This is an optimization exercise on Yosys and OpenROAD, whose aim is small area and a short achievable clock period, not a production implementation.
Function was checked by simulation only, so behaviour that the tests miss may differ from the original.
Power figures rest on the tool's default switching activity, not on a simulated workload.

==> flow/design.v, too long to show whole: its modules and the start of the top module <==
// module csd_mult_bank: 1500 lines
module csd_mult_bank (
    input  wire logic        clk,
    input  wire logic        rst_n,
    input  wire logic [15:0] x,
    input  wire logic        x_valid,
    output logic      [31:0] y0,
    output logic      [31:0] y1,
    output logic      [31:0] y2,
    output logic      [31:0] y3,
    output logic             y_valid
);
  // ...
==> flow/flow/run.sh <==
#!/bin/bash
# The standard layout, with a small buffer (buf_2) on each port instead of the default
# port buffer cell. Each tool's output goes to its own log in this folder; ORFS keeps its
# per-step logs under orfs/logs.
set -euo pipefail
bash standard.sh 'BUFFER_PORTS_ARGS=-buffer_cell sky130_fd_sc_hd__buf_2' finish > make_finish.log 2>&1
==> flow/standard.sh <==
#!/bin/bash
# synth_recipe.tcl (not shown) runs the flow's synth.tcl, then flattens the netlist and writes it again
# the make line also repeats each setting of config.mk as NAME=value (left out here)
make -C /OpenROAD-flow-scripts/flow DESIGN_CONFIG=/design/flow/config.mk WORK_HOME=/design/flow/orfs CLKGATE_MAP_FILE= SYNTH_SCRIPT=/design/flow/synth_recipe.tcl "${@:-finish}"
==> flow/config.mk <==
export PLATFORM = sky130hd
export DESIGN_NAME = csd_mult_bank
export DESIGN_NICKNAME = csd_mult_bank
export VERILOG_FILES = /design/flow/design.v
export SDC_FILE = /design/flow/constraint.sdc
export NUM_CORES = 4
export LEC_CHECK = 0
export CAP_MARGIN = 20
export CORE_MARGIN = 2
export CORE_UTILIZATION = 40
export SETUP_SLACK_MARGIN = 1.8
export SLEW_MARGIN = 20
==> flow/constraint.sdc <==
create_clock -name core_clock -period 5.0 [get_ports {clk}]
set_input_delay 1.0000 -clock core_clock [delete_from_list [all_inputs] [get_ports {clk}]]
set_output_delay 1.0000 -clock core_clock [all_outputs]
set_load 0.01 [all_outputs]
==> qor.csv, run 1 <==
metric,value,unit
status,timing/DRC/antenna clean,
DR vias,7929,
CTS max path bufs,2,
Mapped Cells,1070,
largest net degree at the start of global routing,18,
sum of negative setup slack,0,ns
Setup Skew,0.00831,ns
CTS tree,yes,
Layout area overhead,14.3,%
die width,166,µm
multi-input combinational area share,0.585,
"Data required, critical path",5.32,ns
inverter count,56,
Reg2Reg Depth,8,
area of the multi-input gates,6990,µm²
largest family of logic cells by synthesized area,adder cells,
CP startpoint kind,flop,
area of the core,25800,µm²
Post-Place Cells,1509,
min-delay worst type,reg2reg,
share of the synthesized area in the top cell type,0.285,
syn_nets,1277,
# DRC,0,
Util after Layout,0.463,
Non-clk bufs,146,
overall routing resource usage,0.183,
die height,166,µm
compound-gate portion of the synthesized area,0.191,
Seq area share,0.251,
==> run 2: changes to the inputs <==
--- a/flow/config.mk
+++ b/flow/config.mk
@@ -10,2 +10,3 @@
 export CORE_UTILIZATION = 40
+export CTS_BUF_LIST = sky130_fd_sc_hd__clkbuf_8
 export SETUP_SLACK_MARGIN = 1.8
==> run 2 against run 1 <==
Net effect:
- routed wire length decreased by 0.18%
- first-iteration DRC count decreased by 9.6%
- clock power decreased by 26%
- critical path depth unchanged
- cell count unchanged
- global-route usage about the same
- largest cell class unchanged
==> qor.csv, run 2 <==
metric,value,unit,change
"most used cell, CP",a21oi_1,,
min-delay worst type,reg2reg,,
final std cells w/o fill,1541,,
XOR/XNOR Fraction of Synth Area,0.0980,,
worst slew pin tran,0.885,ns,
share of the synthesized area in the top cell type,0.285,,unchanged
fillers,2546,,
internal power,3.74,mW,
Final GP Congestion,0.867,,
die width,166,µm,unchanged
# DRC,0,,unchanged
status,timing/DRC/antenna clean,,
Worst-Skew Late Latency,0.46,ns,
"leading cell types in the layout, fill and taps excluded","buf_2, dfxtp_1, ha_1, a21oi_1, xnor2_1",,
Max Cap Viol,0,,
Clk network pwr share,0.148,,
synth top area cells,"dfxtp_1, ha_1, fa_1, xnor2_1, a21oi_1",,
num rows,59,,
post-synthesis adder-cell area fraction,0.270,,
ys async rst share,0,,
most common cell in the synthesized netlist,dfxtp_1,,
clk sinks,149,,
Unique masters post-synth,68,,
global-route wire length before repair,40500,µm,
biggest regs,"p2 x26, p0 x25, p3 x25",,
Tmin final,3.05,ns,
CTS root buf,clkbuf_8,,
GRT overflow,0,,
"critical path, cell by cell",fa_1 -> ha_1 -> o21ai_0 -> a21oi_1 -> o31ai_1 -> a21oi_1 -> or3b_1 -> and3_1,,
vias in the first global route,7928,,
worst-path maximum fanout,3,,
"CTS clk-pin slew, worst paths",0.09,ns,
initial antenna violation count,0,,
compound-gate portion of the synthesized area,0.191,,unchanged
syn_nets,1277,,unchanged
Synth warnings,1,,
area of the multi-input gates,6990,µm²,unchanged
post-DP HPWL,20000,µm,
Seq pwr share,0.284,,
Layout area overhead,12.5,%,
Final nets,1400,,
CTS tree,yes,,
CP Class,reg2reg,,
post-DR vias/cell,5.15,,
"most common cell after layout, fill and taps aside",buf_2,,
die area,27400,µm²,
crit path buf inv count,0,,
initial cell density of the core,0.405,,
Setup Skew,0.0144,ns,+0.00614 ns
Largest Register,p2,,
Combinational Power Share,0.568,,
max reg flops,26,,
Post-Place Cells,1509,,unchanged
sum of negative setup slack,0,ns,unchanged
Post-synth top cells,"dfxtp_1, ha_1, a21oi_1, xnor2_1, fa_1",,
Pwr per Cell Area,566,nW/µm²,
ratio of cells with drive above 1 in the final layout,0.182,,
switching part of the total power,0.439,,
max-slew headroom at the worst pin,0.409,,
"Top FF cell, synth",dfxtp_1,,
mux cell area share after synthesis,0.000958,,
area of the core,25800,µm²,unchanged
"EDFF count, synth",0,,
Inserted Diodes,0,,
WL/cell,16.2,µm,
"wirelength, routed",24900,µm,
DR vias,7933,,+0.050%
worst vdd ir,260,µV,
overall routing resource usage,0.183,,about the same
"Slew Viols, Final",0,,
die height,166,µm,unchanged
Synth area leader,dfxtp_1,,
DR iter-0 viols,412,,
H-tree lvl count,4,,
"Hold Vio Cnt, Final",0,,
DR pass1 iterations,5,,
Critical Path Max Stage Delay,0.56,ns,
LEAKAGE,5.30,nW,
largest family of logic cells by synthesized area,adder cells,,
Synth Area in Simple Gates,0.107,,
"Data required, critical path",5.36,ns,+0.04 ns
Top delay family on crit path,compound AO/OA/AOI/OAI gates,,
sequential cell area fraction in the yosys report,0.285,,
Mapped Cells,1070,,unchanged
CP startpoint kind,flop,,
post-synthesis register bit count,149,,
Port Buffers,146,,
Critical-path top delay cell,dfxtp_1,,
NetSw,2.93,mW,
synthesized area per cell,9.77,µm²,
CTS max path bufs,2,,unchanged
Storage cell area,3000,µm²,
RSZ-0062 raised after global routing,false,,
CTS buffer count,17,,
Post-DRT Antenna Nets,0,,
Final period util,0.610,,
Max Clock Freq,328,MHz,
number of placed I/O pins,148,,
critical path arrival,3.41,ns,
Setup crit end kind,flop,,
setup violators final,0,,
largest net degree at the start of global routing,18,,unchanged
Post-Syn Area,10500,µm²,
-- run 2: cell counts after synthesis --
Identical to the previous run, type by type.
-- run 2: final cells by class --
type | instances | share of cell area
Clock buffer | 17 | 0.0199
Multi-Input combinational cell | 823 | 0.594
Clock inverter | 15 | 0.0154
Inverter | 56 | 0.0179
Timing Repair Buffer | 146 | 0.0621
Tap cell | 335 | 0.0356
Sequential cell | 149 | 0.255
-- run 2: metal layers --
metal	part of all wire	vias up	global-route usage	routed length, µm
met3	0.044	33	0.0342	1100
met1	0.45	3712	0.232	11300
li1	-	4003	-	-
met2	0.48	185	0.315	12000
met5	0	-	0	0
met4	0.018	0	0.0590	449
-- run 2: what timing repair did --
action	in CTS	in global routing
resized for setup	3	10
setup buffers	0	0
endpoints found under the setup margin	5	19
hold buffers	0	0
-- run 2: final timing paths --
check / startpoint / endpoint / slack (ns) / cells past startpoint
hold reg to reg: p5[3] / p2[3] / 0.43 / 0
hold / removal: p5[3] / p2[3] / 0.43 / 0
setup reg to reg: p5[10] / p2[22] / 1.95 / 8
setup / recovery: p5[10] / p2[22] / 1.95 / 8
-- run 2: power groups by stage --
stage | logic, mW | clock network, mW | registers (mW)
6_report | 3.79 | 0.983 | 1.89
5_1_grt | 4.20 | 1.07 | 1.95
4_1_cts | 3.79 | 1.02 | 1.90
3_5_place_dp | 3.77 | 0 | 1.93
3_3_place_gp | 3.74 | 0 | 1.93
2_1_floorplan | 2.61 | 0 | 2.04
-- run 2: through the flow --
step | worst slack (ns) | area (µm²) | power (mW) | utilization | hold slack (ns)
after floorplan | 2.21 | 10500 | 4.65 | - | 0.376
after global placement | 1.78 | 11300 | 5.66 | 0.438 | 0.425
after detailed placement | 1.68 | 11300 | 5.70 | 0.438 | 0.422
after CTS | 1.80 | 11700 | 6.71 | 0.454 | 0.436
after global routing | 1.83 | 11800 | 7.22 | 0.455 | 0.452
final | 1.95 | 11800 | 6.66 | 0.455 | 0.429
-- run 2: cells by family after synthesis --
group,count (synthesis)
AOI/OAI and AO/OA,298
xor gates and xnor gates,117
adders and majority gates,188
buffers and inverters,98
DFF,149
muxes,1
other,1
and+or+nand+nor,218
==> run 3: changes to the inputs <==
--- a/flow/config.mk
+++ b/flow/config.mk
@@ -11,3 +11,3 @@
 export CTS_BUF_LIST = sky130_fd_sc_hd__clkbuf_8
-export SETUP_SLACK_MARGIN = 1.8
+export SETUP_SLACK_MARGIN = 2.5
 export SLEW_MARGIN = 20
==> run 3 against run 2 <==
Net effect:
- still clean on timing, DRC and antenna
- synthesized cell count unchanged
- routed wire length up 11%
- hold slack worse by 0.022 ns
- clock skew up 0.0038 ns
- critical path depth up 1
- synthesized area unchanged
==> qor.csv, run 3 <==
metric,value,unit,change
sequential cell area fraction in the yosys report,0.285,,unchanged
largest family of logic cells by synthesized area,adder cells,,
"most common cell after layout, fill and taps aside",buf_2,,
post-DP HPWL,20100,µm,+0.40%
Post-synth top cells,"dfxtp_1, ha_1, a21oi_1, xnor2_1, fa_1",,
Synth warnings,1,,unchanged
"Hold Vio Cnt, Final",0,,unchanged
GRT overflow,0,,unchanged
largest net degree at the start of global routing,19,,+1
cts hold-fix bufs,0,,unchanged
"EDFF count, synth",0,,unchanged
"wirelength, routed",27700,µm,+11%
Worst Hold Path EP,p2[1],,
Mapped Cells,1070,,unchanged
post-synthesis adder-cell area fraction,0.270,,unchanged
synthesized area per cell,9.77,µm²,unchanged
Post-Place Cells,1509,,unchanged
worst reg2reg endpoint,p3[24],,
hold path startpoint,p5[1],,
ys async rst share,0,,unchanged
min-delay worst type,reg2reg,,
Setup crit end kind,flop,,
worst vdd ir,347,µV,+33%
Pwr per Cell Area,572,nW/µm²,+0.93%
post-DR vias/cell,5.17,,+0.35%
RSZ-0062 raised after global routing,true,,
syn_nets,1277,,unchanged
Final period util,0.534,,-0.0758
R2R Setup Slk,2.33,ns,+0.38 ns
DR iter-0 viols,452,,+9.7%
Synth area leader,dfxtp_1,,
compound-gate portion of the synthesized area,0.191,,unchanged
Reg-to-Reg Start,p5[7],,
XOR/XNOR Fraction of Synth Area,0.0980,,unchanged
Synth Area in Simple Gates,0.107,,unchanged
number of placed I/O pins,148,,unchanged
ratio of cells with drive above 1 in the final layout,0.399,,+0.216
DR vias,8405,,+5.9%
initial cell density of the core,0.405,,unchanged
CP Class,reg2reg,,
die width,166,µm,unchanged
post-synthesis register bit count,149,,unchanged
CP startpoint kind,flop,,
CTS buffer count,17,,unchanged
Hold Path Cell Cnt,0,,unchanged
Final GP Congestion,0.855,,-1.4%
# DRC,0,,unchanged
most common cell in the synthesized netlist,dfxtp_1,,
overall routing resource usage,0.195,,+0.0120
global-route wire length before repair,43000,µm,+6.2%
Tmin final,2.67,ns,-0.379 ns
worst-path maximum fanout,7,,+4
Setup Skew,0.0182,ns,+0.00377 ns
"CTS clk-pin slew, worst paths",0.11,ns,+0.02 ns
setup violators final,0,,unchanged
CTS root buf,clkbuf_8,,
Worst-Skew Late Latency,0.46,ns,about the same
"leading cell types in the layout, fill and taps excluded","buf_2, dfxtp_1, xnor2_1, ha_1, buf_4",,
critical path arrival,3.04,ns,-0.37 ns
"Data required, critical path",5.37,ns,about the same
Max Clock Freq,375,MHz,+14%
Post-Syn Area,10500,µm²,unchanged
initial antenna violation count,0,,unchanged
vias in the first global route,8358,,+5.4%
"Top FF cell, synth",dfxtp_1,,
Power Total,7.89,mW,+18%
Max Cap Viol,0,,unchanged
Layout area overhead,32.1,%,
die height,166,µm,unchanged
share of the synthesized area in the top cell type,0.285,,unchanged
LEAKAGE,5.84,nW,+10%
H-tree lvl count,4,,unchanged
Inserted Diodes,0,,unchanged
biggest regs,"p2 x26, p0 x25, p3 x25",,
status,timing/DRC/antenna clean,,
num rows,59,,unchanged
Post-DRT Antenna Nets,0,,unchanged
Largest Register,p2,,
"Slew Viols, Final",0,,unchanged
die area,27400,µm²,unchanged
clk sinks,149,,unchanged
CTS tree,yes,,
area of the core,25800,µm²,unchanged
mux cell area share after synthesis,0.000958,,unchanged
synth top area cells,"dfxtp_1, ha_1, fa_1, xnor2_1, a21oi_1",,
Unique masters post-synth,68,,unchanged
Port Buffers,146,,unchanged
CTS max path bufs,2,,unchanged
sum of negative setup slack,0,ns,unchanged
Final nets,1486,,+6.1%
final std cells w/o fill,1627,,+5.6%
DR pass1 iterations,4,,-1
max reg flops,26,,unchanged
WL/cell,17.0,µm,+5.3%
Reg2Reg Depth,9,,+1
## run 3: cell counts after synthesis
No cell type changed its count.
## run 3: routing by layer
layer	part of all wire	GRT usage	wire (µm)	vias to the layer above
li1	-	-	-	4175
met1	0.45	0.252	12400	4024
met2	0.50	0.336	13900	181
met3	0.041	0.0330	1140	25
met4	0.011	0.0560	295	0
met5	0	0	0	-
## run 3: critical path, cell delays in order, from the launching register on
cell      delay (ns)
dfxtp_4         0.39
fa_1            0.58
ha_4            0.23
a21oi_2         0.14
o31ai_2         0.08
or3_4           0.40
o21bai_4        0.23
o21ai_2         0.11
and3_1          0.16
nor4_2          0.25
## run 3: worst max-delay path by stage
stage                     endpoint  startpoint
after floorplan             p5[14]        x[2]
after global placement      p5[14]        x[2]
after detailed placement    p5[14]        x[2]
after CTS                   p3[14]      p63[3]
after global routing        p3[23]      p63[7]
final                       p3[24]       p5[7]
## run 3: cells by family (layout without fill, tap and decap cells)
logic type / after synthesis / in the layout
other cells: 1 / 1
compound gates: 298 / 298
flops: 149 / 149
simple gates: 218 / 218
mux: 1 / 1
xor+xnor: 117 / 117
fa+ha+maj: 188 / 188
buf+inv: 98 / 320
## run 3: cell type report
| cell class | instances | area (µm²) |
|---|---|---|
| multi-input cells | 823 | 8150 |
| fillers | 2274 | 12000 |
| clock buffers | 17 | 234 |
| well taps | 335 | 419 |
| flip-flops and latches | 149 | 3110 |
| repair buffers | 232 | 1490 |
| inverters | 56 | 218 |
| clock inverters | 15 | 176 |
## run 3: through the flow
step / hold WS, ns / utilization / setup WS (ns) / area, µm²
3_3_place_gp: 0.423 / 0.443 / 2.00 / 11400
5_1_grt: 0.426 / 0.534 / 2.24 / 13800
3_5_place_dp: 0.419 / 0.443 / 1.96 / 11400
4_1_cts: 0.419 / 0.499 / 2.33 / 12900
2_1_floorplan: 0.376 / - / 2.38 / 10600
6_report: 0.407 / 0.534 / 2.33 / 13800
## run 3: what timing repair did
| item | 4_1_cts | 5_1_grt |
|---|---|---|
| pin swaps | 59 | 86 |
| endpoints found under the setup margin | 50 | 47 |
| gates resized for setup | 162 | 140 |
| buffers inserted | 48 | 38 |
## run 3: report_power, final
group / internal (mW) / total [mW] / switching (mW)
Sequential: 1.65 / 1.89 / 0.248
Combinational: 2.41 / 5.06 / 2.65
Clock: 0.384 / 0.936 / 0.552
==> run 4: changes to the inputs <==
--- a/flow/config.mk
+++ b/flow/config.mk
@@ -11,3 +11,4 @@
 export CTS_BUF_LIST = sky130_fd_sc_hd__clkbuf_8
-export SETUP_SLACK_MARGIN = 2.5
+export SETUP_SLACK_MARGIN = 2.6
 export SLEW_MARGIN = 20
+export TNS_END_PERCENT = 0
==> run 4 against run 3 <==
Net effect:
- non-clock buffer count fell by 54
- highest routed layer unchanged
- hold slack improved by 0.011 ns
- worst setup slack worse by 0.012 ns
- first-iteration DRC count up 15%
- synthesized area is the same
- register-to-register slack about the same
==> qor.csv, run 4 <==
metric,value,unit,change
initial cell density of the core,0.405,,unchanged
post-DR vias/cell,5.21,,+0.89%
setup violators final,0,,unchanged
ratio of cells with drive above 1 in the final layout,0.292,,-0.107
worst vdd ir,317,µV,-8.6%
overall routing resource usage,0.190,,-0.00478
Synth warnings,1,,unchanged
Inserted Diodes,0,,unchanged
"leading cell types in the layout, fill and taps excluded","buf_2, dfxtp_1, ha_1, xnor2_1, a21oi_1",,
Mapped Cells,1070,,unchanged
CP Class,reg2reg,,
"most common cell after layout, fill and taps aside",buf_2,,
Synth area leader,dfxtp_1,,
internal power,4.06,mW,-8.4%
post-synthesis register bit count,149,,unchanged
CTS max path bufs,2,,unchanged
syn_nets,1277,,unchanged
GRT overflow,0,,unchanged
Post-synth top cells,"dfxtp_1, ha_1, a21oi_1, xnor2_1, fa_1",,
LEAKAGE,5.50,nW,-5.8%
Post-Syn Area,10500,µm²,unchanged
NetSw,3.11,mW,-10%
max reg flops,26,,unchanged
WL/cell,16.6,µm,-2.4%
cts hold-fix bufs,0,,unchanged
"Slew Viols, Final",0,,unchanged
switching part of the total power,0.433,,-0.00422
"CTS clk-pin slew, worst paths",0.08,ns,-0.03 ns
Combinational Power Share,0.601,,-0.040
critical path arrival,3.01,ns,-0.03 ns
sum of negative setup slack,0,ns,unchanged
Layout area overhead,21.0,%,
# DRC,0,,unchanged
Final nets,1432,,-3.6%
worst-path maximum fanout,9,,+2
Seq pwr share,0.264,,+0.024
Critical Path Max Stage Delay,0.40,ns,-0.18 ns
most common cell in the synthesized netlist,dfxtp_1,,
DR iter-0 viols,522,,+15%
die area,27400,µm²,unchanged
die height,166,µm,unchanged
"Data required, critical path",5.33,ns,-0.04 ns
RSZ-0062 raised after global routing,true,,
DR vias,8193,,-2.5%
CTS root buf,clkbuf_8,,
biggest regs,"p2 x26, p0 x25, p3 x25",,
number of placed I/O pins,148,,unchanged
Post-DRT Antenna Nets,0,,unchanged
Largest Register,p2,,
"critical path, cell by cell",ha_1 -> ha_4 -> nor2b_2 -> buf_4 -> buf_4 -> buf_4 -> buf_4 -> buf_4 -> buf_4 -> buf_4 -> buf_4 -> buf_4 -> o21ai_0 -> a21oi_1,,
"wirelength, routed",26100,µm,-5.7%
minimum hold slack,0.418,ns,+0.0110 ns
die width,166,µm,unchanged
Worst-Skew Late Latency,0.46,ns,about the same
Setup crit end kind,flop,,
DR pass1 iterations,5,,+1
initial antenna violation count,0,,unchanged
Setup Skew,0.0118,ns,-0.00644 ns
Clk network pwr share,0.134,,+0.015
share of the synthesized area in the top cell type,0.285,,unchanged
num rows,59,,unchanged
global-route wire length before repair,41900,µm,-2.6%
min-delay worst type,reg2reg,,
synth top area cells,"dfxtp_1, ha_1, fa_1, xnor2_1, a21oi_1",,
"EDFF count, synth",0,,unchanged
Max Clock Freq,373,MHz,-0.45%
CTS tree,yes,,
"Hold Vio Cnt, Final",0,,unchanged
Port Buffers,146,,unchanged
sequential cell area fraction in the yosys report,0.285,,unchanged
Final GP Congestion,0.880,,+3.0%
Pwr per Cell Area,567,nW/µm²,-0.78%
Unique masters post-synth,68,,unchanged
CP startpoint kind,flop,,
ys async rst share,0,,unchanged
synthesized area per cell,9.77,µm²,unchanged
clk sinks,149,,unchanged
"most used cell, CP",buf_4,,
Tmin final,2.68,ns,+0.0120 ns
status,timing/DRC/antenna clean,,
vias in the first global route,8222,,-1.6%
Final period util,0.536,,+0.00239
CTS buffer count,17,,unchanged
H-tree lvl count,4,,unchanged
post-DP HPWL,20100,µm,+0.15%
area of the core,25800,µm²,unchanged
Critical-path top delay cell,dfxtp_4,,
Max Cap Viol,0,,unchanged
largest net degree at the start of global routing,18,,-1
"Top FF cell, synth",dfxtp_1,,
Power Total,7.17,mW,-9.1%
[run 4: changes by cell type in the layout (fill, tap and decap cells not counted), moves of 9 or more]
cell,change
buf_4,-43
ha_4,-22
buf_6,-15
buf_2,+9
a21oi_1,+21
ha_1,+26
dfxtp_4,-10
a21oi_2,-17
o21ai_0,+11
[run 4: logic make-up (layout without fill, tap and decap cells)]
| kind of cell | Yosys count | in the layout | synth area share |
|---|---|---|---|
| adders and majority gates | 188 | 188 | 0.270 |
| muxes | 1 | 1 | 0.000958 |
| other | 1 | 1 | 0.000359 |
| DFF | 149 | 149 | 0.285 |
| AOI/OAI and AO/OA | 298 | 298 | 0.191 |
| and+or+nand+nor | 218 | 218 | 0.107 |
| buffers and inverters | 98 | 265 | 0.0468 |
| xor gates and xnor gates | 117 | 117 | 0.0980 |
[run 4: final timing paths]
kind	from	to	slack, ns	depth (start not counted)
setup / recovery	p63[0]	p3[8]	2.32	14
hold / removal	p5[2]	p2[2]	0.42	0
setup reg to reg	p63[0]	p3[8]	2.32	14
hold reg to reg	p5[2]	p2[2]	0.42	0
[run 4: power by group through the flow]
| stage | logic, mW | clock network (mW) | registers, mW |
|---|---|---|---|
| 2_1_floorplan | 2.62 | 0 | 2.04 |
| 3_3_place_gp | 3.77 | 0 | 1.92 |
| 3_5_place_dp | 3.79 | 0 | 1.93 |
| 4_1_cts | 4.12 | 0.983 | 1.90 |
| 5_1_grt | 4.74 | 1.04 | 1.95 |
| 6_report | 4.31 | 0.963 | 1.89 |
[run 4: repair_timing]
item | 4_1_cts | 5_1_grt
buffers inserted | 27 | 5
resized for setup | 106 | 46
pin swaps | 20 | 22
setup endpoints to repair | 63 | 61
[run 4: layout make-up]
cell class              instances  area [µm²]
multi-input cells             823        7530
fillers                      2441       13200
clock inverters                12         148
repair buffers                178         987
well taps                     335         419
inverters                      56         210
flip-flops and latches        149        3080
clock buffers                  19         262
[run 4: through the flow]
| stage | worst slack (ns) | utilization | instances | cell area, µm² |
|---|---|---|---|---|
| finish | 2.32 | 0.489 | 1572 | 12600 |
| global route | 2.28 | 0.489 | 1572 | 12600 |
| CTS | 2.35 | 0.480 | 1567 | 12400 |
| detailed placement | 1.83 | 0.440 | 1509 | 11400 |
| global placement | 1.91 | 0.440 | 1509 | 11400 |
| floorplan | 2.37 | - | 1070 | 10500 |
[run 4: worst max-delay path: cells and delay by family (launching register included)]
kind,cells,cell delay [ns]
AO/OA/AOI/OAI,2,0.34
AND/OR/NAND/NOR,1,0.16
buffers and inverters,9,1.08
adder cells (fa/ha/maj),2,0.58
flip-flops,1,0.40
[run 4: per-layer routing]
metal	share of wire	global-route usage	wire length (µm)	vias up
li1	-	-	-	4071
met1	0.46	0.248	12100	3891
met2	0.48	0.319	12400	185
met3	0.037	0.0306	974	46
met4	0.023	0.0703	605	0
met5	0	0	0	-
==> run 5: changes to the inputs <==
--- a/flow/config.mk
+++ b/flow/config.mk
@@ -11,3 +11,3 @@
 export CTS_BUF_LIST = sky130_fd_sc_hd__clkbuf_8
-export SETUP_SLACK_MARGIN = 2.6
+export SETUP_SLACK_MARGIN = 2.0
 export SLEW_MARGIN = 20
==> run 5 against run 4 <==
Net effect:
- still clean
- sequential share of layout area up 1.2 points
- register-to-register slack worse by 0.22 ns
- synthesized cell count unchanged
- cell count down 2.0%
- sequential power about the same
- clock skew up 0.0033 ns
- critical path type unchanged
- largest cell class unchanged
==> qor.csv, run 5 <==
metric,value,unit,change
status,timing/DRC/antenna clean,,
min-delay worst type,reg2reg,,
hold path startpoint,p5[1],,
"wirelength, routed",25000,µm,-4.4%
CP Class,reg2reg,,
num rows,59,,unchanged
Tmin final,2.90,ns,+0.224 ns
minimum hold slack,0.424,ns,+0.00581 ns
"CTS clk-pin slew, worst paths",0.10,ns,+0.02 ns
Max Cap Viol,0,,unchanged
worst slew pin tran,0.628,ns,
# DRC,0,,unchanged
fin worst setup slack,2.10,ns,-0.224 ns
Synth area leader,dfxtp_1,,
Final period util,0.581,,+0.0449
overall routing resource usage,0.183,,-0.00727
Max Clock Freq,344,MHz,-7.7%
die height,166,µm,unchanged
Post-Syn Area,10500,µm²,unchanged
max-slew headroom at the worst pin,0.581,,
largest net degree at the start of global routing,18,,unchanged
Unique masters post-synth,68,,unchanged
"Data required, critical path",5.36,ns,+0.03 ns
Setup crit end kind,flop,,
most common cell in the synthesized netlist,dfxtp_1,,
worst-path maximum fanout,6,,-3
Mapped Cells,1070,,unchanged
share of the synthesized area in the top cell type,0.285,,unchanged
sequential cell area fraction in the yosys report,0.285,,unchanged
CP startpoint kind,flop,,
Pwr per Cell Area,566,nW/µm²,-0.14%
synthesized area per cell,9.77,µm²,unchanged
LEAKAGE,5.30,nW,-3.7%
fillers,2541,,+4.1%
area of the core,25800,µm²,unchanged
Reg-to-Reg Start,n1[11],,
number of placed I/O pins,148,,unchanged
CTS max path bufs,2,,unchanged
ys async rst share,0,,unchanged
CTS root buf,clkbuf_8,,
Critical-path top delay cell,dfxtp_2,,
"leading cell types in the layout, fill and taps excluded","buf_2, dfxtp_1, ha_1, a21oi_1, xnor2_1",,
Worst-Skew Late Latency,0.46,ns,about the same
"Hold Vio Cnt, Final",0,,unchanged
"EDFF count, synth",0,,unchanged
Synth warnings,1,,unchanged
Post-Place Cells,1509,,unchanged
ratio of cells with drive above 1 in the final layout,0.188,,-0.104
global-route wire length before repair,40500,µm,-3.3%
post-DP HPWL,20000,µm,-0.55%
worst vdd ir,260,µV,-18%
"Slew Viols, Final",0,,unchanged
die area,27400,µm²,unchanged
Inserted Diodes,0,,unchanged
CTS tree,yes,,
DR iter-0 viols,426,,-18%
post-DR vias/cell,5.17,,-0.79%
Layout area overhead,12.7,%,
clk sinks,149,,unchanged
sum of negative setup slack,0,ns,unchanged
H-tree lvl count,4,,unchanged
biggest regs,"p2 x26, p0 x25, p3 x25",,
Setup Skew,0.0151,ns,+0.00333 ns
"Top FF cell, synth",dfxtp_1,,
DR vias,7968,,-2.7%
Final nets,1400,,-2.2%
CTS buffer count,17,,unchanged
synth top area cells,"dfxtp_1, ha_1, fa_1, xnor2_1, a21oi_1",,
Largest Register,p2,,
syn_nets,1277,,unchanged
Post-synth top cells,"dfxtp_1, ha_1, a21oi_1, xnor2_1, fa_1",,
final std cells w/o fill,1541,,-2.0%
Placed Area,11300,µm²,-0.51%
Port Buffers,146,,unchanged
vias in the first global route,7917,,-3.7%
GRT overflow,0,,unchanged
Critical Path Max Stage Delay,0.54,ns,+0.14 ns
Post-DRT Antenna Nets,0,,unchanged
"critical path, cell by cell",fa_1 -> ha_1 -> a21oi_1 -> o31ai_1 -> or3_1 -> o21bai_4 -> o21ai_2 -> and3_1 -> nor4_1,,
critical path arrival,3.27,ns,+0.26 ns
RSZ-0062 raised after global routing,true,,
max reg flops,26,,unchanged
"worst slack, placed",1.68,ns,-0.149 ns
Final Instance Area,11800,µm²,-6.8%
"most common cell after layout, fill and taps aside",buf_2,,
initial cell density of the core,0.405,,unchanged
setup violators final,0,,unchanged
initial antenna violation count,0,,unchanged
Worst Setup SP,n1[11],,
die width,166,µm,unchanged
post-synthesis register bit count,149,,unchanged
Final GP Congestion,0.867,,-1.5%
Setup Buffers After CTS,0,,-100%
DR pass1 iterations,4,,-1
WL/cell,16.2,µm,-2.5%
==> run 5: cell counts after synthesis <==
Identical to the previous run, type by type.
==> run 5: path summary, 6_finish.rpt <==
kind,endpoint,slack [ns],cells after the start
setup / recovery,p3[24],2.10,9
hold / removal,p2[1],0.42,0
setup reg to reg,p3[24],2.10,9
hold reg to reg,p2[1],0.42,0
==> run 5: cell families (layout without fill, tap and decap cells) <==
| group | Yosys count | after routing | synth area share |
|---|---|---|---|
| AO/OA/AOI/OAI | 298 | 298 | 0.191 |
| XOR/XNOR | 117 | 117 | 0.0980 |
| adder cells (fa/ha/maj) | 188 | 188 | 0.270 |
| buffers and inverters | 98 | 234 | 0.0468 |
| flip-flops | 149 | 149 | 0.285 |
| multiplexers | 1 | 1 | 0.000958 |
| other | 1 | 1 | 0.000359 |
| AND/OR/NAND/NOR | 218 | 218 | 0.107 |
==> run 5: per-layer routing <==
| metal | vias up | routed length (µm) | part of all wire | global-route usage |
|---|---|---|---|---|
| met5 | - | 0 | 0 | 0 |
| met4 | 0 | 504 | 0.020 | 0.0582 |
| met2 | 173 | 12100 | 0.48 | 0.316 |
| li1 | 4007 | - | - | - |
| met3 | 34 | 1020 | 0.041 | 0.0332 |
| met1 | 3754 | 11400 | 0.46 | 0.232 |
==> run 5: critical path, delay by kind of cell (launching register included) <==
family                     cells  cell delay [ns]
adders and majority gates      2             0.86
and+or+nand+nor                3             0.79
AOI/OAI and AO/OA              4             0.62
DFF                            1             0.54
==> run 5: what timing repair did <==
item,4_1_cts,5_1_grt
setup endpoints to repair,21,18
pin swaps,0,0
hold buffers,0,0
gates resized for setup,13,9
==> run 5: area by class of cell <==
class                           instances  area, µm²  share of cell area
Timing Repair Buffer                  146        731              0.0620
Inverter                               56        210              0.0178
Tap cell                              335        419              0.0356
Clock buffer                           17        234              0.0199
Clock inverter                         15        181              0.0154
Sequential cell                       149       3010               0.255
Multi-Input combinational cell        823       7000               0.594
==> run 5: stage by stage <==
| step | utilization | total power [mW] |
|---|---|---|
| final | 0.456 | 6.67 |
| after global routing | 0.456 | 7.23 |
| after CTS | 0.455 | 6.72 |
| after detailed placement | 0.438 | 5.70 |
| after global placement | 0.438 | 5.66 |
| after floorplan | - | 4.65 |
==> run 5: report_power, final <==
| part | switching, mW | leakage (nW) | internal [mW] |
|---|---|---|---|
| registers | 0.258 | 1.26 | 1.64 |
| clock network | 0.521 | 0.206 | 0.465 |
| logic | 2.15 | 3.83 | 1.64 |
==> run 6: changes to the inputs <==
--- a/flow/config.mk
+++ b/flow/config.mk
@@ -11,3 +11,3 @@
 export CTS_BUF_LIST = sky130_fd_sc_hd__clkbuf_8
-export SETUP_SLACK_MARGIN = 2.0
+export SETUP_SLACK_MARGIN = 2.5
 export SLEW_MARGIN = 20
==> run 6 against run 5 <==
Net effect:
- still clean
- synthesized cell count unchanged
- clock skew down 0.0033 ns
- first-iteration DRC count up 23%
- critical path depth up 5
- highest routed layer unchanged
==> qor.csv, run 6 <==
metric,value,unit,change
H-tree lvl count,4,,unchanged
"most common cell after layout, fill and taps aside",buf_2,,
RSZ-0062 raised after global routing,true,,
Tmin final,2.68,ns,-0.224 ns
DR vias,8193,,+2.8%
Synth warnings,1,,unchanged
Port Buffers,146,,unchanged
status,timing/DRC/antenna clean,,
ratio of cells with drive above 1 in the final layout,0.292,,+0.104
DR iter-0 viols,522,,+23%
Largest Register,p2,,
Post-DRT Antenna Nets,0,,unchanged
CTS tree,yes,,
die width,166,µm,unchanged
initial cell density of the core,0.405,,unchanged
fillers,2441,,-3.9%
Inserted Diodes,0,,unchanged
sequential cell area fraction in the yosys report,0.285,,unchanged
Post-Syn Area,10500,µm²,unchanged
vias in the first global route,8222,,+3.9%
Setup crit end kind,flop,,
Max Cap Viol,0,,unchanged
fin worst setup slack,2.32,ns,+0.224 ns
Layout area overhead,21.0,%,
share of the synthesized area in the top cell type,0.285,,unchanged
initial antenna violation count,0,,unchanged
largest net degree at the start of global routing,18,,unchanged
CP Class,reg2reg,,
num rows,59,,unchanged
"leading cell types in the layout, fill and taps excluded","buf_2, dfxtp_1, ha_1, xnor2_1, a21oi_1",,
GRT overflow,0,,unchanged
Critical Path Max Stage Delay,0.40,ns,-0.14 ns
"Data required, critical path",5.33,ns,-0.03 ns
Power Total,7.17,mW,+7.5%
DR pass1 iterations,5,,+1
post-synthesis register bit count,149,,unchanged
Setup Skew,0.0118,ns,-0.00333 ns
Synth area leader,dfxtp_1,,
"Hold Vio Cnt, Final",0,,unchanged
min-delay worst type,reg2reg,,
worst-path maximum fanout,9,,+3
synth top area cells,"dfxtp_1, ha_1, fa_1, xnor2_1, a21oi_1",,
"Slew Viols, Final",0,,unchanged
Final period util,0.536,,-0.0449
Storage cell area,3080,µm²,+2.5%
Critical-path top delay cell,dfxtp_4,,
sum of negative setup slack,0,ns,unchanged
die height,166,µm,unchanged
overall routing resource usage,0.190,,+0.00727
"CTS clk-pin slew, worst paths",0.08,ns,-0.02 ns
CTS root buf,clkbuf_8,,
CP startpoint kind,flop,,
"most used cell, CP",buf_4,,
area of the multi-input gates,7530,µm²,+7.7%
Post-synth top cells,"dfxtp_1, ha_1, a21oi_1, xnor2_1, fa_1",,
biggest regs,"p2 x26, p0 x25, p3 x25",,
die area,27400,µm²,unchanged
ys async rst share,0,,unchanged
post-DP HPWL,20100,µm,+0.56%
Pwr per Cell Area,567,nW/µm²,+0.15%
synthesized area per cell,9.77,µm²,unchanged
# DRC,0,,unchanged
worst vdd ir,317,µV,+22%
most common cell in the synthesized netlist,dfxtp_1,,
max reg flops,26,,unchanged
Worst-Skew Late Latency,0.46,ns,about the same
global-route wire length before repair,41900,µm,+3.4%
LEAKAGE,5.50,nW,+3.9%
"wirelength, routed",26100,µm,+4.6%
WL/cell,16.6,µm,+2.5%
cts hold-fix bufs,0,,unchanged
Unique masters post-synth,68,,unchanged
syn_nets,1277,,unchanged
clk sinks,149,,unchanged
"critical path, cell by cell",ha_1 -> ha_4 -> nor2b_2 -> buf_4 -> buf_4 -> buf_4 -> buf_4 -> buf_4 -> buf_4 -> buf_4 -> buf_4 -> buf_4 -> o21ai_0 -> a21oi_1,,
number of placed I/O pins,148,,unchanged
Final GP Congestion,0.880,,+1.5%
CTS max path bufs,2,,unchanged
"EDFF count, synth",0,,unchanged
Max Clock Freq,373,MHz,+8.4%
Final nets,1432,,+2.3%
"Top FF cell, synth",dfxtp_1,,
Mapped Cells,1070,,unchanged
CTS buffer count,17,,unchanged
"worst slack, placed",1.83,ns,+0.149 ns
post-DR vias/cell,5.21,,+0.80%
critical path arrival,3.01,ns,-0.26 ns
area of the core,25800,µm²,unchanged
setup violators final,0,,unchanged
## run 6: changes by cell type in the layout (fill, tap and decap cells not counted), sizes merged
cell	change
buf	+32
clkbuf	+2
clkinv	+6
clkinvlp	-2
inv	-7
## run 6: logic make-up after synthesis
family	count (synthesis)	synth area share
multiplexers	1	0.000958
AND/OR/NAND/NOR	218	0.107
flip-flops	149	0.285
adder cells (fa/ha/maj)	188	0.270
other	1	0.000359
AO/OA/AOI/OAI	298	0.191
XOR/XNOR	117	0.0980
buffers and inverters	98	0.0468
## run 6: through the flow
step / hold WS, ns / utilization / instance area (µm²) / instances
after floorplan: 0.376 / - / 10500 / 1070
after global placement: 0.415 / 0.440 / 11400 / 1509
after detailed placement: 0.425 / 0.440 / 11400 / 1509
after CTS: 0.431 / 0.480 / 12400 / 1567
after global routing: 0.429 / 0.489 / 12600 / 1572
final: 0.418 / 0.489 / 12600 / 1572
## run 6: where the power goes
group	leakage, nW	switching (mW)	total [mW]	internal, mW
clock network	0.207	0.487	0.963	0.476
registers	1.26	0.252	1.89	1.64
logic	4.03	2.37	4.31	1.95
## run 6: final timing paths
check	startpoint	to	slack, ns	depth (start not counted)
min	p5[2]	p2[2]	0.42	0
max reg2reg	p63[0]	p3[8]	2.32	14
min reg2reg	p5[2]	p2[2]	0.42	0
max	p63[0]	p3[8]	2.32	14
## run 6: worst max-delay path: cells and delay by family (launching register included)
family / cells / cell delay [ns]
buffers and inverters: 9 / 1.08
AOI/OAI and AO/OA: 2 / 0.34
and+or+nand+nor: 1 / 0.16
DFF: 1 / 0.40
adders and majority gates: 2 / 0.58
## run 6: timing repair
item                       in CTS  in global routing
pin swaps                      20                 22
cloned                          0                  0
setup endpoints to repair      57                 47
gates resized for setup       106                 46
setup buffers                  27                  5
## run 6: final cells by class
type / instances / area share
clock buffers: 19 / 0.0207
repair buffers: 178 / 0.0781
well taps: 335 / 0.0332
flip-flops and latches: 149 / 0.244
inverters: 56 / 0.0166
multi-input cells: 823 / 0.596
clock inverters: 12 / 0.0117
## run 6: layer usage
metal  wire length, µm  vias up  GRT usage
li1                  -     4071          -
met1             12100     3891      0.248
met2             12400      185      0.319
met3               974       46     0.0306
met4               605        0     0.0703
met5                 0        -          0
==> run 7: changes to the inputs <==
--- a/flow/config.mk
+++ b/flow/config.mk
@@ -11,3 +11,3 @@
 export CTS_BUF_LIST = sky130_fd_sc_hd__clkbuf_8
-export SETUP_SLACK_MARGIN = 2.5
+export SETUP_SLACK_MARGIN = 2.2
 export SLEW_MARGIN = 20
==> run 7 against run 6 <==
Net effect:
- synthesized area unchanged
- largest cell class unchanged
- core utilization decreased by 2.2 points
- largest power group unchanged
- critical endpoint is now p2[22]
- design area fell by 4.6%
- fmax is 3.2% lower
- routed wire length decreased by 3.2%
- via count decreased by 1.9%
- power fell by 4.5%
- die area stayed put
- synthesized cell count is the same
==> qor.csv, run 7 <==
metric,value,unit,change
fin worst setup slack,2.23,ns,-0.0896 ns
share of the synthesized area in the top cell type,0.285,,unchanged
Post-synth top cells,"dfxtp_1, ha_1, a21oi_1, xnor2_1, fa_1",,
Synth Area in Simple Gates,0.107,,unchanged
Post-DRT Antenna Nets,0,,unchanged
Setup crit end kind,flop,,
overall routing resource usage,0.183,,-0.00717
XOR/XNOR Fraction of Synth Area,0.0980,,unchanged
ratio of cells with drive above 1 in the final layout,0.234,,-0.0582
initial cell density of the core,0.405,,unchanged
synthesized area per cell,9.77,µm²,unchanged
"Slew Viols, Final",0,,unchanged
Final GP Congestion,0.867,,-1.5%
CTS root buf,clkbuf_8,,
worst slew pin tran,0.487,ns,
max-slew headroom at the worst pin,0.672,,
vias in the first global route,7917,,-3.7%
clk sinks,149,,unchanged
H-tree lvl count,4,,unchanged
LEAKAGE,5.37,nW,-2.4%
compound-gate portion of the synthesized area,0.191,,unchanged
Clk network pwr share,0.144,,+0.010
CTS buffer count,17,,unchanged
Mapped Cells,1070,,unchanged
Inserted Diodes,0,,unchanged
WL/cell,16.3,µm,-2.1%
ys async rst share,0,,unchanged
CP Class,reg2reg,,
area of the multi-input gates,7130,µm²,-5.4%
Port Buffers,146,,unchanged
GRT overflow,0,,unchanged
Combinational Power Share,0.579,,-0.022
critical path arrival,3.14,ns,+0.13 ns
sequential cell area fraction in the yosys report,0.285,,unchanged
CTS max path bufs,2,,unchanged
setup violators final,0,,unchanged
max reg flops,26,,unchanged
"Data required, critical path",5.36,ns,+0.03 ns
die width,166,µm,unchanged
"worst slack, placed",1.68,ns,-0.149 ns
Pwr per Cell Area,568,nW/µm²,about the same
# DRC,0,,unchanged
synth top area cells,"dfxtp_1, ha_1, fa_1, xnor2_1, a21oi_1",,
die height,166,µm,unchanged
biggest regs,"p2 x26, p0 x25, p3 x25",,
largest net degree at the start of global routing,18,,unchanged
"wirelength, routed",25300,µm,-3.2%
largest family of logic cells by synthesized area,adder cells,,
initial antenna violation count,0,,unchanged
Setup Skew,0.0158,ns,+0.00408 ns
DR vias,8035,,-1.9%
internal power,3.85,mW,-5.3%
RSZ-0062 raised after global routing,true,,
"Hold Vio Cnt, Final",0,,unchanged
global-route wire length before repair,40500,µm,-3.2%
fillers,2502,,+2.5%
num rows,59,,unchanged
Synth area leader,dfxtp_1,,
Worst-Skew Late Latency,0.46,ns,about the same
NetSw,3.00,mW,-3.3%
status,timing/DRC/antenna clean,,
die area,27400,µm²,unchanged
Synth warnings,1,,unchanged
Largest Register,p2,,
syn_nets,1277,,unchanged
post-DR vias/cell,5.17,,-0.86%
sum of negative setup slack,0,ns,unchanged
Final nets,1414,,-1.3%
"leading cell types in the layout, fill and taps excluded","buf_2, ha_1, dfxtp_1, a21oi_1, xnor2_1",,
cts hold-fix bufs,0,,unchanged
CTS tree,yes,,
DR iter-0 viols,378,,-28%
post-synthesis register bit count,149,,unchanged
switching part of the total power,0.438,,+0.00525
Tmin final,2.77,ns,+0.0896 ns
"CTS clk-pin slew, worst paths",0.10,ns,+0.02 ns
Final period util,0.554,,+0.0179
area of the core,25800,µm²,unchanged
worst-path maximum fanout,6,,-3
Post-Syn Area,10500,µm²,unchanged
worst vdd ir,259,µV,-18%
"most common cell after layout, fill and taps aside",buf_2,,
number of placed I/O pins,148,,unchanged
most common cell in the synthesized netlist,dfxtp_1,,
CP startpoint kind,flop,,
mux cell area share after synthesis,0.000958,,unchanged
Layout area overhead,15.5,%,
post-synthesis adder-cell area fraction,0.270,,unchanged
Seq pwr share,0.277,,+0.013
post-DP HPWL,20000,µm,-0.55%
min-delay worst type,reg2reg,,
"EDFF count, synth",0,,unchanged
Unique masters post-synth,68,,unchanged
"Top FF cell, synth",dfxtp_1,,
Storage cell area,3060,µm²,-0.69%
DR pass1 iterations,7,,+2
Max Clock Freq,361,MHz,-3.2%
Max Cap Viol,0,,unchanged
[run 7: metrics by stage]
stage / hold WS [ns] / cell area, µm² / util / instances / power, mW
final: 0.427 / 12100 / 0.467 / 1555 / 6.85
after global routing: 0.453 / 12100 / 0.467 / 1555 / 7.40
after CTS: 0.436 / 11800 / 0.457 / 1541 / 6.73
after detailed placement: 0.422 / 11300 / 0.438 / 1509 / 5.70
after global placement: 0.425 / 11300 / 0.438 / 1509 / 5.66
after floorplan: 0.376 / 10500 / - / 1070 / 4.65
[run 7: layout make-up]
cell class	instances	share of cell area
Multi-Input combinational cell	823	0.591
Sequential cell	149	0.254
Timing Repair Buffer	160	0.0693
Tap cell	335	0.0347
Clock buffer	17	0.0194
Inverter	56	0.0174
Clock inverter	15	0.0150
[run 7: timing repair]
item / CTS / global route
resized for setup: 36 / 49
pin swaps: 1 / 13
setup buffers: 0 / 14
setup endpoints to repair: 40 / 30
[run 7: kinds of logic (layout without fill, tap and decap cells)]
kind of cell / Yosys count / count (layout)
other: 1 / 1
multiplexers: 1 / 1
AND/OR/NAND/NOR: 218 / 218
flip-flops: 149 / 149
AO/OA/AOI/OAI: 298 / 298
adder cells (fa/ha/maj): 188 / 188
buffers and inverters: 98 / 248
XOR/XNOR: 117 / 117
[run 7: final timing paths]
check                           start  endpoint  slack, ns  depth (start not counted)
worst min-delay path            p5[3]     p2[3]       0.43                          0
worst min register to register  p5[3]     p2[3]       0.43                          0
worst max register to register  n1[7]    p2[22]       2.23                          8
worst max-delay path            n1[7]    p2[22]       2.23                          8
[run 7: power by group through the flow]
stage | clock [mW] | combinational (mW) | sequential (mW)
5_1_grt | 1.07 | 4.38 | 1.95
4_1_cts | 1.02 | 3.81 | 1.91
2_1_floorplan | 0 | 2.61 | 2.04
6_report | 0.986 | 3.97 | 1.89
3_5_place_dp | 0 | 3.77 | 1.93
3_3_place_gp | 0 | 3.74 | 1.93
[run 7: worst max-delay path, stage by stage (launching register included)]
cell	delay, ns
dfxtp_4	0.41
fa_1	0.50
ha_1	0.36
a21oi_1	0.25
nand2_1	0.10
o31ai_2	0.38
a21oi_2	0.13
or3b_1	0.37
and3_1	0.17
[run 7: layer usage]
layer,GRT usage,up-vias,part of all wire,wire length [µm]
met5,0,-,0,0
met4,0.0582,0,0.020,503
met3,0.0332,34,0.043,1100
met2,0.316,191,0.48,12200
met1,0.232,3772,0.45,11500
li1,-,4038,-,-
==> run 8: changes to the inputs <==
--- a/flow/config.mk
+++ b/flow/config.mk
@@ -9,5 +9,5 @@
 export CORE_MARGIN = 2
-export CORE_UTILIZATION = 40
+export CORE_UTILIZATION = 55
 export CTS_BUF_LIST = sky130_fd_sc_hd__clkbuf_8
-export SETUP_SLACK_MARGIN = 2.2
+export SETUP_SLACK_MARGIN = 2.4
 export SLEW_MARGIN = 20
==> run 8 against run 7 <==
Net effect:
- critical endpoint unchanged
- synthesized cell count unchanged
- design area up 2.9%
- clock power down 5.3%
- largest cell class unchanged
- still clean
- synthesized area unchanged
- power up 3.1%
- die area down 27%
- critical path depth up 1
==> qor.csv, run 8 <==
metric,value,unit,change
Unique masters post-synth,68,,unchanged
"Hold Vio Cnt, Final",0,,unchanged
Reg2Reg Depth,9,,+1
Final GP Congestion,0.887,,+2.3%
worst vdd ir,279,µV,+7.8%
Power Total,7.06,mW,+3.1%
sequential cell area fraction in the yosys report,0.285,,unchanged
post-DP HPWL,19000,µm,-5.2%
GRT overflow,0,,unchanged
vias in the first global route,7618,,-3.8%
Post-synth top cells,"dfxtp_1, ha_1, a21oi_1, xnor2_1, fa_1",,
Worst-Skew Late Latency,0.46,ns,about the same
"most common cell after layout, fill and taps aside",buf_2,,
post-synthesis register bit count,149,,unchanged
critical path arrival,3.02,ns,-0.12 ns
most common cell in the synthesized netlist,dfxtp_1,,
Tmin final,2.67,ns,-0.102 ns
clk sinks,149,,unchanged
Synth area leader,dfxtp_1,,
"Data required, critical path",5.35,ns,about the same
number of placed I/O pins,148,,unchanged
Final period util,0.534,,-0.0203
share of the synthesized area in the top cell type,0.285,,unchanged
RSZ-0062 raised after global routing,true,,
die area,20100,µm²,-27%
"EDFF count, synth",0,,unchanged
synth top area cells,"dfxtp_1, ha_1, fa_1, xnor2_1, a21oi_1",,
num rows,50,,-15%
CP startpoint kind,flop,,
DR iter-0 viols,266,,-30%
R2R Setup Slk,2.33,ns,+0.10 ns
Setup crit end kind,flop,,
Final Instance Area,12400,µm²,+2.9%
synthesized area per cell,9.77,µm²,unchanged
"Top FF cell, synth",dfxtp_1,,
die height,142,µm,-14%
CP Class,reg2reg,,
Setup Skew,0.0120,ns,-0.00384 ns
DR vias,8150,,+1.4%
largest net degree at the start of global routing,18,,unchanged
CTS max path bufs,2,,unchanged
"Slew Viols, Final",0,,unchanged
Synth warnings,1,,unchanged
area of the core,18700,µm²,-28%
CTS root buf,clkbuf_8,,
DR pass1 iterations,5,,-2
WL/cell,16.8,µm,+3.6%
Mapped Cells,1070,,unchanged
initial antenna violation count,0,,unchanged
status,timing/DRC/antenna clean,,
overall routing resource usage,0.247,,+0.0636
Layout area overhead,18.8,%,
Post-DRT Antenna Nets,0,,unchanged
max reg flops,26,,unchanged
Max Clock Freq,375,MHz,+3.8%
LEAKAGE,5.46,nW,+1.7%
hold path startpoint,p5[1],,
Pwr per Cell Area,569,nW/µm²,+0.19%
Placed Area,11200,µm²,-0.78%
"wirelength, routed",24800,µm,-2.1%
global-route wire length before repair,38800,µm,-4.3%
"worst slack, placed",1.83,ns,+0.150 ns
"leading cell types in the layout, fill and taps excluded","buf_2, dfxtp_1, ha_1, xnor2_1, a21oi_1",,
# DRC,0,,unchanged
die width,142,µm,-14%
sum of negative setup slack,0,ns,unchanged
biggest regs,"p2 x26, p0 x25, p3 x25",,
fin worst setup slack,2.33,ns,+0.102 ns
ratio of cells with drive above 1 in the final layout,0.288,,+0.0544
setup violators final,0,,unchanged
CTS tree,yes,,
worst-path maximum fanout,6,,unchanged
Inserted Diodes,0,,unchanged
worst reg2reg endpoint,p2[22],,
Largest Register,p2,,
min-delay worst type,reg2reg,,
initial cell density of the core,0.559,,+0.154
"CTS clk-pin slew, worst paths",0.10,ns,about the same
Port Buffers,146,,unchanged
Reg-to-Reg Start,n1[6],,
post-DR vias/cell,5.54,,+7.3%
Worst Hold Path EP,p2[1],,
Max Cap Viol,0,,unchanged
H-tree lvl count,4,,unchanged
Final nets,1430,,+1.1%
CTS buffer count,17,,unchanged
syn_nets,1277,,unchanged
ys async rst share,0,,unchanged
fillers,1573,,-37%
Post-Syn Area,10500,µm²,unchanged
Hold Path Cell Cnt,0,,unchanged
[run 8: stage by stage]
step            util  std cells  hold WS (ns)
5_1_grt        0.664       1470         0.428
3_3_place_gp   0.601       1408         0.415
2_1_floorplan      -       1070         0.376
6_report       0.664       1470         0.421
3_5_place_dp   0.601       1408         0.422
4_1_cts        0.638       1449         0.420
[run 8: worst max-delay path by stage]
stage / start / end / slack, ns / depth (start not counted)
final: n1[6] / p2[22] / 2.33 / 9
after global routing: n1[9] / p1[21] / 2.24 / 10
after CTS: p5[2] / p3[24] / 2.32 / 9
after detailed placement: n1[8] / p1[22] / 1.83 / 9
after global placement: n1[8] / p1[22] / 1.86 / 9
after floorplan: n1[8] / p1[20] / 2.32 / 9
[run 8: layout make-up]
class                   count  area [µm²]  area share
clock buffers              17         234      0.0188
clock inverters            15         159      0.0128
inverters                  56         218      0.0175
multi-input cells         823        7470       0.601
flip-flops and latches    149        3090       0.249
well taps                 234         293      0.0236
repair buffers            176         957      0.0771
[run 8: repair_timing]
item | in CTS | in global routing
setup buffers | 9 | 21
gates resized for setup | 78 | 77
endpoints found under the setup margin | 50 | 40
pin swaps | 6 | 26
hold buffers | 0 | 0
[run 8: cell families after synthesis]
logic type                 Yosys count  share of synthesized area
xor gates and xnor gates           117                     0.0980
buffers and inverters               98                     0.0468
and+or+nand+nor                    218                      0.107
DFF                                149                      0.285
adders and majority gates          188                      0.270
muxes                                1                   0.000958
other                                1                   0.000359
AOI/OAI and AO/OA                  298                      0.191
[run 8: critical path: stages (launching register included)]
cell and delay, ns:
dfxtp_4 0.41, fa_1 0.59, ha_4 0.22, o21a_1 0.18, o211ai_1 0.29, a21boi_2 0.12, o31ai_4 0.11, a21oi_2 0.12
or3b_1 0.35, and3_1 0.16
[run 8: metal layers]
metal	track usage	part of all wire
met1	0.331	0.46
met5	0	0
met2	0.416	0.49
met4	0.0600	0.013
met3	0.0432	0.039
[run 8: power by group]
| group | switching, mW | internal [mW] | total (mW) |
|---|---|---|---|
| Clock | 0.520 | 0.414 | 0.934 |
| Sequential | 0.243 | 1.64 | 1.89 |
| Combinational | 2.31 | 1.94 | 4.24 |
| Total | 3.07 | 3.99 | 7.06 |
==> run 9: changes to the inputs <==
--- a/flow/config.mk
+++ b/flow/config.mk
@@ -9,4 +9,5 @@
 export CORE_MARGIN = 2
-export CORE_UTILIZATION = 55
+export CORE_UTILIZATION = 40
 export CTS_BUF_LIST = sky130_fd_sc_hd__clkbuf_8
+export CTS_CLUSTER_SIZE = 40
 export SETUP_SLACK_MARGIN = 2.4
==> run 9 against run 8 <==
Net effect:
- critical path depth rose by 2
- still clean on timing, DRC and antenna
- highest routed layer unchanged
- design area fell by 0.27%
- die area rose by 36%
- register-to-register slack about the same
- largest power group unchanged
- combinational power decreased by 2%
- hold slack worse by 0.0052 ns
- power shrank 0.66%
==> qor.csv, run 9 <==
metric,value,unit,change
LEAKAGE,5.42,nW,-0.78%
Placed Area,11400,µm²,+1.1%
CTS root buf,clkbuf_8,,
# DRC,0,,unchanged
Max Clock Freq,375,MHz,+0.20%
initial antenna violation count,0,,unchanged
"Hold Vio Cnt, Final",0,,unchanged
largest net degree at the start of global routing,18,,unchanged
Final nets,1418,,-0.84%
CTS max path bufs,2,,unchanged
die height,166,µm,+17%
global-route wire length before repair,41100,µm,+6.1%
"Top FF cell, synth",dfxtp_1,,
Tmin final,2.66,ns,-0.00531 ns
cts hold-fix bufs,0,,unchanged
worst vdd ir,275,µV,-1.6%
num rows,59,,+18%
Post-DRT Antenna Nets,0,,unchanged
status,timing/DRC/antenna clean,,
GRT overflow,0,,unchanged
initial cell density of the core,0.405,,-0.154
critical path arrival,3.04,ns,+0.02 ns
minimum hold slack,0.416,ns,-0.00524 ns
fin worst setup slack,2.34,ns,+0.00531 ns
syn_nets,1277,,unchanged
Synth area leader,dfxtp_1,,
R2R Setup Slk,2.34,ns,about the same
DR iter-0 viols,565,,+110%
vias in the first global route,7935,,+4.2%
clk sinks,149,,unchanged
Mapped Cells,1070,,unchanged
overall routing resource usage,0.187,,-0.0597
Synth warnings,1,,unchanged
Power Total,7.02,mW,-0.66%
post-synthesis register bit count,149,,unchanged
CP Class,reg2reg,,
Util after Layout,0.479,,-0.185
share of the synthesized area in the top cell type,0.285,,unchanged
max reg flops,26,,unchanged
CTS tree,yes,,
H-tree lvl count,4,,unchanged
Top delay family on crit path,compound AO/OA/AOI/OAI gates,,
RSZ-0062 raised after global routing,true,,
"worst slack, placed",1.82,ns,-0.0131 ns
Pwr per Cell Area,567,nW/µm²,-0.39%
WL/cell,16.4,µm,-2.4%
"most common cell after layout, fill and taps aside",buf_2,,
die width,166,µm,+17%
DR pass1 iterations,5,,unchanged
"critical path, cell by cell",buf_4 -> ha_1 -> inv_1 -> fa_1 -> nor2b_1 -> o31a_1 -> o31a_1 -> o21bai_4 -> o21ai_2 -> a41oi_2 -> xnor2_1,,
final std cells w/o fill,1559,,+6.1%
"leading cell types in the layout, fill and taps excluded","buf_2, ha_1, dfxtp_1, xnor2_1, a21oi_1",,
CP startpoint kind,flop,,
synth top area cells,"dfxtp_1, ha_1, fa_1, xnor2_1, a21oi_1",,
Final Instance Area,12400,µm²,-0.27%
post-DR vias/cell,5.19,,-6.3%
Unique masters post-synth,68,,unchanged
Critical Path Max Stage Delay,0.44,ns,-0.15 ns
die area,27400,µm²,+36%
Final GP Congestion,0.891,,+0.45%
most common cell in the synthesized netlist,dfxtp_1,,
Layout area overhead,18.5,%,
CTS buffer count,17,,unchanged
Port Buffers,146,,unchanged
biggest regs,"p2 x26, p0 x25, p3 x25",,
Final period util,0.533,,-0.00106
Post-Place Cells,1509,,+7.2%
synthesized area per cell,9.77,µm²,unchanged
sum of negative setup slack,0,ns,unchanged
Critical-path top delay cell,dfxtp_4,,
ratio of cells with drive above 1 in the final layout,0.264,,-0.0241
ys async rst share,0,,unchanged
Max Cap Viol,0,,unchanged
"Slew Viols, Final",0,,unchanged
crit path buf inv count,2,,+2
"CTS clk-pin slew, worst paths",0.09,ns,about the same
"wirelength, routed",25600,µm,+3.5%
Setup Skew,0.0155,ns,+0.00345 ns
"most used cell, CP",o31a_1,,
sequential cell area fraction in the yosys report,0.285,,unchanged
fillers,2461,,+56%
Worst-Skew Late Latency,0.48,ns,+0.02 ns
DR vias,8099,,-0.63%
area of the core,25800,µm²,+38%
Largest Register,p2,,
post-DP HPWL,19900,µm,+5.0%
"EDFF count, synth",0,,unchanged
Post-Syn Area,10500,µm²,unchanged
Inserted Diodes,0,,unchanged
setup violators final,0,,unchanged
Post-synth top cells,"dfxtp_1, ha_1, a21oi_1, xnor2_1, fa_1",,
worst-path maximum fanout,6,,unchanged
min-delay worst type,reg2reg,,
number of placed I/O pins,148,,unchanged
"Data required, critical path",5.37,ns,+0.02 ns
Setup crit end kind,flop,,
[run 9: cell types whose count changed in the layout (fill, tap and decap cells not counted), sizes merged]
cell | before | now
clkbuf | 17 | 18
clkinvlp | 4 | 0
buf | 176 | 163
inv | 63 | 65
clkinv | 3 | 5
[run 9: final timing paths]
| kind | from | depth (start not counted) | endpoint |
|---|---|---|---|
| min reg2reg | p5[2] | 0 | p2[2] |
| max reg2reg | p63[4] | 11 | p3[22] |
| min | p5[2] | 0 | p2[2] |
| max | p63[4] | 11 | p3[22] |
[run 9: routing by layer]
| metal | share of wire | track usage |
|---|---|---|
| met5 | 0 | 0 |
| met4 | 0.016 | 0.0560 |
| met3 | 0.042 | 0.0308 |
| met2 | 0.48 | 0.314 |
| met1 | 0.47 | 0.248 |
[run 9: final cells by class]
cell class	count	area, µm²	share of cell area
timing repair buffer	164	891	0.0719
sequential	149	3090	0.250
clock buffer	17	234	0.0189
clock inverter	15	163	0.0131
tap	335	419	0.0338
inverter	56	210	0.0170
multi-input combinational	823	7370	0.595
[run 9: kinds of logic after synthesis]
logic type,share of synthesized area
flops,0.285
compound gates,0.191
buf+inv,0.0468
fa+ha+maj,0.270
other cells,0.000359
xor+xnor,0.0980
simple gates,0.107
mux,0.000958
[run 9: power by group]
part	leakage, nW	switching, mW	internal [mW]	total [mW]
logic	3.95	2.31	1.86	4.17
registers	1.26	0.251	1.64	1.90
clock network	0.206	0.534	0.417	0.951
[run 9: what timing repair did]
action / 4_1_cts / 5_1_grt
buffers inserted: 14 / 4
gates resized for setup: 100 / 30
pin swaps: 15 / 16
endpoints found under the setup margin: 52 / 39
==> run 10: changes to the inputs <==
--- a/flow/config.mk
+++ b/flow/config.mk
@@ -11,3 +11,2 @@
 export CTS_BUF_LIST = sky130_fd_sc_hd__clkbuf_8
-export CTS_CLUSTER_SIZE = 40
 export SETUP_SLACK_MARGIN = 2.4
==> run 10 against run 9 <==
Net effect:
- core utilization unchanged
- fmax is the same
- combinational power barely moved
- worst setup slack unchanged
- count of clock-buffer cells in the layout is the same
- clock skew unchanged
- global-route usage unchanged
- sequential power hardly changed
- largest cell class unchanged
==> qor.csv, run 10 <==
metric,value,unit,change
largest net degree at the start of global routing,18,,unchanged
LEAKAGE,5.42,nW,unchanged
Max Clock Freq,375,MHz,unchanged
overall routing resource usage,0.187,,unchanged
Port Buffers,146,,unchanged
fin worst setup slack,2.34,ns,unchanged
Worst-Skew Late Latency,0.48,ns,about the same
Unique masters post-synth,68,,unchanged
# DRC,0,,unchanged
initial cell density of the core,0.405,,unchanged
internal power,3.92,mW,unchanged
post-DR vias/cell,5.19,,unchanged
sequential cell area fraction in the yosys report,0.285,,unchanged
Final nets,1418,,unchanged
H-tree lvl count,4,,unchanged
Mapped Cells,1070,,unchanged
Synth area leader,dfxtp_1,,
die area,27400,µm²,unchanged
DR iter-0 viols,565,,unchanged
Tmin final,2.66,ns,unchanged
RSZ-0062 raised after global routing,true,,
worst vdd ir,275,µV,unchanged
WL/cell,16.4,µm,unchanged
Post-DRT Antenna Nets,0,,unchanged
Combinational Power Share,0.594,,about the same
Pwr per Cell Area,567,nW/µm²,unchanged
Seq pwr share,0.270,,about the same
syn_nets,1277,,unchanged
min-delay worst type,reg2reg,,
die height,166,µm,unchanged
Final period util,0.533,,unchanged
Layout area overhead,18.5,%,unchanged
status,timing/DRC/antenna clean,,
Reg-to-Reg Start,p63[4],,
"leading cell types in the layout, fill and taps excluded","buf_2, ha_1, dfxtp_1, xnor2_1, a21oi_1",,
DR pass1 iterations,5,,unchanged
GRT overflow,0,,unchanged
"worst slack, placed",1.82,ns,unchanged
"CTS clk-pin slew, worst paths",0.09,ns,about the same
worst-path maximum fanout,6,,unchanged
critical path arrival,3.04,ns,about the same
clk sinks,149,,unchanged
Setup Skew,0.0155,ns,unchanged
switching part of the total power,0.441,,unchanged
Setup crit end kind,flop,,
post-DP HPWL,19900,µm,unchanged
synthesized area per cell,9.77,µm²,unchanged
Reg2Reg Depth,11,,unchanged
"Hold Vio Cnt, Final",0,,unchanged
Hold Path Cell Cnt,0,,unchanged
Inserted Diodes,0,,unchanged
synth top area cells,"dfxtp_1, ha_1, fa_1, xnor2_1, a21oi_1",,
Max Cap Viol,0,,unchanged
CTS tree,yes,,
Final GP Congestion,0.891,,unchanged
share of the synthesized area in the top cell type,0.285,,unchanged
Post-synth top cells,"dfxtp_1, ha_1, a21oi_1, xnor2_1, fa_1",,
setup violators final,0,,unchanged
Worst Hold Path EP,p2[2],,
CP Class,reg2reg,,
Final Instance Area,12400,µm²,unchanged
Largest Register,p2,,
Synth warnings,1,,unchanged
CTS buffer count,17,,unchanged
global-route wire length before repair,41100,µm,unchanged
"Data required, critical path",5.37,ns,about the same
Placed Area,11400,µm²,unchanged
CP startpoint kind,flop,,
NetSw,3.10,mW,unchanged
DR vias,8099,,unchanged
die width,166,µm,unchanged
"wirelength, routed",25600,µm,unchanged
biggest regs,"p2 x26, p0 x25, p3 x25",,
Post-Syn Area,10500,µm²,unchanged
ratio of cells with drive above 1 in the final layout,0.264,,unchanged
"Slew Viols, Final",0,,unchanged
most common cell in the synthesized netlist,dfxtp_1,,
hold path startpoint,p5[2],,
max reg flops,26,,unchanged
CTS max path bufs,2,,unchanged
"Top FF cell, synth",dfxtp_1,,
vias in the first global route,7935,,unchanged
CTS root buf,clkbuf_8,,
Clk network pwr share,0.136,,about the same
"most common cell after layout, fill and taps aside",buf_2,,
Worst Setup SP,p63[4],,
number of placed I/O pins,148,,unchanged
worst reg2reg endpoint,p3[22],,
ys async rst share,0,,unchanged
initial antenna violation count,0,,unchanged
post-synthesis register bit count,149,,unchanged
num rows,59,,unchanged
R2R Setup Slk,2.34,ns,about the same
area of the core,25800,µm²,unchanged
"EDFF count, synth",0,,unchanged
sum of negative setup slack,0,ns,unchanged
-- run 10: cell counts after synthesis --
No cell type changed its count.
-- run 10: cells by family after synthesis --
| logic type | count (synthesis) | synth area share |
|---|---|---|
| AOI/OAI and AO/OA | 298 | 0.191 |
| xor gates and xnor gates | 117 | 0.0980 |
| adders and majority gates | 188 | 0.270 |
| buffers and inverters | 98 | 0.0468 |
| DFF | 149 | 0.285 |
| muxes | 1 | 0.000958 |
| other | 1 | 0.000359 |
| and+or+nand+nor | 218 | 0.107 |
-- run 10: timing repair --
item | 4_1_cts | 5_1_grt
pin swaps | 15 | 16
hold endpoints to repair | 0 | 0
hold buffers | 0 | 0
setup buffers | 14 | 4
gates resized for setup | 100 | 30
setup endpoints to repair | 52 | 39
-- run 10: metrics by stage --
step / hold WS [ns] / util / cells / power [mW]
after floorplan: 0.376 / - / 1070 / 4.66
after global placement: 0.416 / 0.440 / 1509 / 5.69
after detailed placement: 0.424 / 0.440 / 1509 / 5.71
after CTS: 0.416 / 0.473 / 1555 / 6.94
after global routing: 0.423 / 0.479 / 1559 / 7.57
final: 0.416 / 0.479 / 1559 / 7.02
-- run 10: layout make-up --
type,count,area [µm²]
fillers,2461,13500
clock inverters,15,163
inverters,56,210
well taps,335,419
clock buffers,17,234
multi-input cells,823,7370
flip-flops and latches,149,3090
repair buffers,164,891
-- run 10: metal layers --
layer / share of wire / up-vias / track usage / wire length (µm)
met5: 0 / - / 0 / 0
met3: 0.042 / 29 / 0.0308 / 1090
met4: 0.016 / 0 / 0.0560 / 418
met1: 0.47 / 3855 / 0.248 / 11900
li1: - / 4042 / - / -
met2: 0.48 / 173 / 0.314 / 12200
-- run 10: critical path: stages, from the launching register on --
cell and delay [ns]:
dfxtp_4 0.44, buf_4 0.18, ha_1 0.20, inv_1 0.06, fa_1 0.41, nor2b_1 0.21, o31a_1 0.20, o31a_1 0.23
o21bai_4 0.13, o21ai_2 0.22, a41oi_2 0.15, xnor2_1 0.14
-- run 10: worst max-delay path by stage --
stage               cells after the start  slack (ns)  endpoint
detailed placement                      9        1.82    p1[22]
global placement                        9        1.90    p1[20]
CTS                                     9        2.36    p2[22]
finish                                 11        2.34    p3[22]
global route                            9        2.22    p3[23]
floorplan                               9        2.32    p1[20]
-- run 10: power by group through the flow --
stage	clock, mW	sequential [mW]	combinational [mW]
floorplan	0	2.04	2.62
global placement	0	1.93	3.76
detailed placement	0	1.93	3.78
CTS	0.981	1.91	4.06
global route	1.03	1.95	4.59
finish	0.951	1.90	4.17

==> separate check: timing with driven ports <==
The results above use ideal ports. As a check the final layouts listed here were re-extracted and re-timed, cells and wires unchanged. Step 1 assumes that a clkbuf_16 drives the clock port and a buf_2 every other input. Step 2 moves the port delays by t, midway between the first and last clock arrival at a register: inputs arrive t later, outputs are due t later. That takes back most of the time a late clock gives input paths. a / b / c = ideal / step 1 / step 2; a / b = the first two.
run	shift t [ns]	slack for setup (ns)	worst register clock-pin slew, ns	worst slew at a driven data input, ns
run 1	0.469	1.963 / 1.963 / 1.718	0.07 / 0.07	0.03
run 2	0.497	1.952 / 1.952 / 1.715	0.10 / 0.10	0.03
run 3	0.497	2.331 / 2.331 / 2.090	0.11 / 0.11	0.05
run 4	0.502	2.319 / 2.319 / 1.953	0.09 / 0.09	0.04
run 5	0.500	2.095 / 2.095 / 1.721	0.10 / 0.10	0.03
run 6	0.502	2.319 / 2.319 / 1.953	0.09 / 0.09	0.04
run 7	0.496	2.230 / 2.230 / 1.818	0.10 / 0.10	0.03
run 8	0.492	2.331 / 2.331 / 1.958	0.10 / 0.10	0.03
run 9	0.512	2.337 / 2.337 / 1.919	0.10 / 0.10	0.03
run 10	0.512	2.337 / 2.337 / 1.919	0.10 / 0.10	0.03
After both steps every run listed still meets setup and hold.
